Context: an optimization exercise on an open-source flow, tuned for small area and a short achievable clock period. The choices shown serve that exercise and are no tape-out recipe. Where RTL was checked, it was by simulation tests only, not by an equivalence proof against the original. No activity file was given, so power comes from the tool's default toggle rates.

Setup of the reference run:
==> module prefetcher, before the edit <==
module prefetcher
(
	input wire clk,
	input wire prefetch_counter_reset,
	input wire [31:0] orb,
	input wire [31:0] l2_req_address,
	input wire l2_req_read,
	input wire l2_req_write,
	input wire [255:0] l2_req_wdata,
	output wire [255:0] l2_rsp_rdata,
	output wire l2_rsp_resp,
	output wire [31:0] mem_req_address,
	output wire mem_req_read,
	output wire mem_req_write,
	output wire [255:0] mem_req_wdata,
	input wire [255:0] mem_rsp_rdata,
	input wire mem_rsp_resp,
	input wire cfg_write,
	input wire cfg_wdata_enable,
	input wire [7:0] cfg_wdata_grace_limit,
	output wire cfg_enable,
	output wire [7:0] cfg_grace_limit,
	output wire [15:0] hit_count
);
	localparam int NS = 4;
	wire rst = prefetch_counter_reset;
	logic st_idle, st_pf, st_ch, st_pt, st_hr;
	logic [7:0] grace;
	logic [31:0] slot_address [0:NS-1];
	logic [255:0] slot_data [0:NS-1];
	logic [NS-1:0] slot_valid;
	logic [NS-1:0] slot_ready;
	logic [NS-1:0] wp;           
	logic [NS-1:0] l2_match;     
	logic [NS-1:0] hit_sel;      
	logic [NS-1:0] pf_sel;       
	logic cfg_en;
	logic [7:0] cfg_gl;
	logic [15:0] hcnt;
	wire l2_active = l2_req_read | l2_req_write;
	wire resp = mem_rsp_resp;
	logic within_grace;
	always_comb
	begin
		logic gt, eq;
		gt = 1'b0;
		eq = 1'b1;
		for (int i = 7; i >= 0; i--)
		begin
			gt = gt | (eq & grace[i] & ~cfg_gl[i]);
			eq = eq & ~(grace[i] ^ cfg_gl[i]);
		end
		within_grace = ~gt;
	end
	logic [NS-1:0] orb_match;
	logic [NS-1:0] l2_match_d;
	always_comb
	begin
		for (int i = 0; i < NS; i++)
		begin
			orb_match[i] = slot_valid[i] && (slot_address[i] == orb);
			l2_match_d[i] = slot_valid[i] && (slot_address[i] == l2_req_address);
		end
	end
	wire hint_present = |orb_match;
	wire load_hint = st_idle & ~l2_active & cfg_en & ~hint_present;
	wire [NS-1:0] load_ptr = {wp[NS-2:0], wp[NS-1]};
	wire fill_pending = |(wp & slot_valid & ~slot_ready);
	wire fill = st_pf & resp;
	wire [NS-1:0] hit_ready_v = l2_match & slot_ready;
	wire hit_ready = |hit_ready_v;
	wire abandon = l2_active & within_grace;
	wire idle_n = (st_idle & ~l2_active & ~load_hint & ~fill_pending)
		| (st_pf & ~abandon & resp)
		| (st_pt & resp)
		| st_hr;
	wire pf_n = (st_idle & ~l2_active & (load_hint | fill_pending))
		| (st_pf & ~abandon & ~resp);
	wire ch_n = (st_idle | (st_pf & within_grace)) & l2_active;
	wire pt_n = (st_ch & ~(hit_ready & l2_req_read)) | (st_pt & ~resp);
	wire hr_n = st_ch & hit_ready & l2_req_read;
	wire [NS-1:0] wp_n = load_hint ? load_ptr : wp;
	always_ff @(posedge clk)
	begin
		if (rst)
		begin
			st_idle <= 1'b1;
			st_pf <= 1'b0;
			st_ch <= 1'b0;
			st_pt <= 1'b0;
			st_hr <= 1'b0;
			pf_sel <= '0;
		end
		else
		begin
			st_idle <= idle_n;
			st_pf <= pf_n;
			st_ch <= ch_n;
			st_pt <= pt_n;
			st_hr <= hr_n;
			pf_sel <= pf_n ? wp_n : '0;
		end
	end
	logic [7:0] grace_carry;
	always_comb
	begin
		for (int i = 0; i < 8; i++)
			grace_carry[i] = &(grace | (8'hff << i));
	end
	always_ff @(posedge clk)
	begin
		if (rst || !st_pf)
			grace <= '0;
		else if (!(&grace))
			grace <= grace ^ grace_carry;
	end
	always_ff @(posedge clk)
	begin
		l2_match <= l2_match_d;
		hit_sel <= (st_ch & l2_req_read) ? hit_ready_v : '0;
	end
	always_ff @(posedge clk)
	begin
		if (rst)
		begin
			slot_valid <= '0;
			slot_ready <= '0;
			wp <= 4'b0001;
		end
		else
		begin
			wp <= wp_n;
			for (int i = 0; i < NS; i++)
			begin
				if (load_hint && load_ptr[i])
				begin
					slot_valid[i] <= 1'b1;
					slot_ready[i] <= 1'b0;
				end
				if (fill && wp[i])
					slot_ready[i] <= 1'b1;
				if (st_ch && l2_req_write && hit_ready_v[i])
					slot_ready[i] <= 1'b0;
			end
		end
	end
	always_ff @(posedge clk)
	begin
		for (int i = 0; i < NS; i++)
		begin
			if (load_hint && load_ptr[i])
				slot_address[i] <= orb;
			if (fill && wp[i])
				slot_data[i] <= mem_rsp_rdata;
		end
	end
	always_ff @(posedge clk)
	begin
		if (rst)
		begin
			cfg_en <= 1'b0;
			cfg_gl <= 8'd20;
		end
		else if (cfg_write)
		begin
			cfg_en <= cfg_wdata_enable;
			cfg_gl <= cfg_wdata_grace_limit;
		end
	end
	logic [15:0] hcnt_carry;
	always_comb
	begin
		for (int i = 0; i < 16; i++)
			hcnt_carry[i] = &(hcnt | (16'hffff << i));
	end
	always_ff @(posedge clk)
	begin
		if (rst)
			hcnt <= '0;
		else if (st_hr && !(&hcnt))
			hcnt <= hcnt ^ hcnt_carry;
	end
	logic [255:0] rdata;
	logic [31:0] maddr;
	always_comb
	begin
		rdata = {256{st_pt}} & mem_rsp_rdata;
		maddr = {32{st_pt}} & l2_req_address;
		for (int i = 0; i < NS; i++)
		begin
			rdata = rdata | ({256{hit_sel[i]}} & slot_data[i]);
			maddr = maddr | ({32{pf_sel[i]}} & slot_address[i]);
		end
	end
	assign l2_rsp_rdata = rdata;
	assign l2_rsp_resp = (st_pt & resp) | st_hr;
	assign mem_req_address = maddr;
	assign mem_req_read = st_pf | (st_pt & l2_req_read);
	assign mem_req_write = st_pt & l2_req_write;
	assign mem_req_wdata = l2_req_wdata;
	assign cfg_enable = cfg_en;
	assign cfg_grace_limit = cfg_gl;
	assign hit_count = hcnt;
endmodule
==> flow/config.mk <==
export PLATFORM = sky130hd
export DESIGN_NAME = prefetcher
export DESIGN_NICKNAME = prefetcher
export VERILOG_FILES = /design/flow/design.v
export SDC_FILE = /design/flow/constraint.sdc
export NUM_CORES = 4
export LEC_CHECK = 0
export CAP_MARGIN = 20
export CORE_AREA = 5 5 395 395
export CTS_BUF_LIST = sky130_fd_sc_hd__clkbuf_8
export DIE_AREA = 0 0 400 400
export SETUP_SLACK_MARGIN = 2.5
export SLEW_MARGIN = 20
==> flow/constraint.sdc <==
create_clock -name core_clock -period 5.8 [get_ports {clk}]
set_input_delay 1.1600 -clock core_clock [delete_from_list [all_inputs] [get_ports {clk}]]
set_output_delay 1.1600 -clock core_clock [all_outputs]
set_load 0.01 [all_outputs]
standard.sh (not shown) runs the stock make flow with config.mk's settings and CLKGATE_MAP_FILE= SYNTH_SCRIPT=/design/flow/synth_recipe.tcl, a recipe that flattens the netlist after the stock synthesis.
==> flow/flow/run.sh <==
#!/bin/bash
# Standard ORFS layout, with plain buffers on the ports instead of the delay
# cells that buffer_ports picks by default. Each ORFS step writes its own log
# under orfs/logs; make's own output goes to make.log.
set -euo pipefail
export BUFFER_PORTS_ARGS="-buffer_cell sky130_fd_sc_hd__buf_1"
export DONT_USE_CELLS="sky130_fd_sc_hd__clkdlybuf4s15_1 sky130_fd_sc_hd__clkdlybuf4s15_2 sky130_fd_sc_hd__clkdlybuf4s18_1 sky130_fd_sc_hd__clkdlybuf4s18_2 sky130_fd_sc_hd__clkdlybuf4s25_1 sky130_fd_sc_hd__clkdlybuf4s25_2 sky130_fd_sc_hd__clkdlybuf4s50_1 sky130_fd_sc_hd__clkdlybuf4s50_2 sky130_fd_sc_hd__dlygate4sd1_1 sky130_fd_sc_hd__dlygate4sd2_1 sky130_fd_sc_hd__dlygate4sd3_1 sky130_fd_sc_hd__dlymetal6s2s_1 sky130_fd_sc_hd__dlymetal6s4s_1 sky130_fd_sc_hd__dlymetal6s6s_1"
bash standard.sh > make.log 2>&1
The reference run was carried through to the last stage, and its layout satisfied the timing, DRC and antenna checks.
## Diff of input files: the trial run against the reference run
--- a/flow/design.v
+++ b/flow/design.v
@@ -81,5 +81,4 @@
 	logic [NS-1:0] wp;           
 	logic [NS-1:0] l2_match;     
-	logic [NS-1:0] hit_sel;      
 	logic [NS-1:0] pf_sel;       
 	logic cfg_en;
@@ -166,5 +165,4 @@
 	begin
 		l2_match <= l2_match_d;
-		hit_sel <= (st_ch & l2_req_read) ? hit_ready_v : '0;
 	end
 	always_ff @(posedge clk)
@@ -229,15 +227,46 @@
 			hcnt <= hcnt ^ hcnt_carry;
 	end
+	localparam int NG = 8;
+	localparam int NG_BITS = 256 / NG;
+	function automatic logic and4(input logic a, input logic b, input logic c, input logic d,
+		input int k);
+		case (k % 8)
+			0: and4 = ((a & b) & c) & d;
+			1: and4 = ((a & b) & d) & c;
+			2: and4 = ((a & c) & b) & d;
+			3: and4 = ((a & c) & d) & b;
+			4: and4 = ((a & d) & b) & c;
+			5: and4 = ((b & c) & a) & d;
+			6: and4 = (a & b) & (c & d);
+			default: and4 = (a & c) & (b & d);
+		endcase
+	endfunction
+	logic [NS-1:0] hsel [0:NG-1];    
+	logic [NG-1:0] msel;             
+	always_ff @(posedge clk)
+	begin
+		for (int g = 0; g < NG; g++)
+		begin
+			logic [NS-1:0] h;
+			for (int i = 0; i < NS; i++)
+				h[i] = and4(st_ch, l2_req_read, l2_match[i], slot_ready[i], g);
+			hsel[g] <= h;
+			msel[g] <= ~|h;
+		end
+	end
 	logic [255:0] rdata;
 	logic [31:0] maddr;
 	always_comb
 	begin
-		rdata = {256{st_pt}} & mem_rsp_rdata;
+		for (int g = 0; g < NG; g++)
+		begin
+			rdata[g*NG_BITS +: NG_BITS] = {NG_BITS{msel[g]}} & mem_rsp_rdata[g*NG_BITS +: NG_BITS];
+			for (int i = 0; i < NS; i++)
+				rdata[g*NG_BITS +: NG_BITS] = rdata[g*NG_BITS +: NG_BITS]
+					| ({NG_BITS{hsel[g][i]}} & slot_data[i][g*NG_BITS +: NG_BITS]);
+		end
 		maddr = {32{st_pt}} & l2_req_address;
 		for (int i = 0; i < NS; i++)
-		begin
-			rdata = rdata | ({256{hit_sel[i]}} & slot_data[i]);
 			maddr = maddr | ({32{pf_sel[i]}} & slot_address[i]);
-		end
 	end
 	assign l2_rsp_rdata = rdata;
## What came out
The trial run completed; timing, DRC and antenna clean. Compared with the reference run, the trial run shows number of iterations in the first detailed-routing pass higher by 4. Clock group share of total power: higher on the reference run. Looking at setup slack after placement across both flows, the trial run is the stronger of the two, with the reference run trailing. Of the reference run and the trial run, the run reporting the higher number of global-route vias before repair was the trial run. Against the reference run, final area in the trial run rose by a few percent. | number of filler cells placed in the layout | the trial run vs the reference run | 93 lower |.
Only the layout flow was run in the reference run; the RTL was not checked for function there.

static timing again, ports no longer ideal:
In the flow no input, the clock included, has a driving cell. The finished layouts below were timed again as built, in two steps. Step 1 sets driving cells, clkbuf_16 on the clock port and buf_2 on the other inputs (assumed; they add their load-dependent delay and slew). Step 2 times the ports against the registers' clock, not the clock port: input delays grow and output delays shrink by t, the midpoint of the rising clock arrivals with the driver on. a / b / c = ideal / step 1 / step 2; a / b = the first two.
run | t, ns | slack for setup (ns) | slew at the worst register clock pin (ns) | worst data-port slew with drivers (ns) | pins driven straight from the clock port
the reference run | 0.986 | 2.136 / 2.057 / 1.579 | 0.07 / 0.07 | 0.37 | 1
the trial run | 0.990 | 2.273 / 2.205 / 1.697 | 0.08 / 0.08 | 0.42 | 1
After both steps setup and hold are still met in every run listed. For the trial run, which loses most, drivers alone change the setup slack by -0.068 ns; drivers and shift together by -0.576 ns.
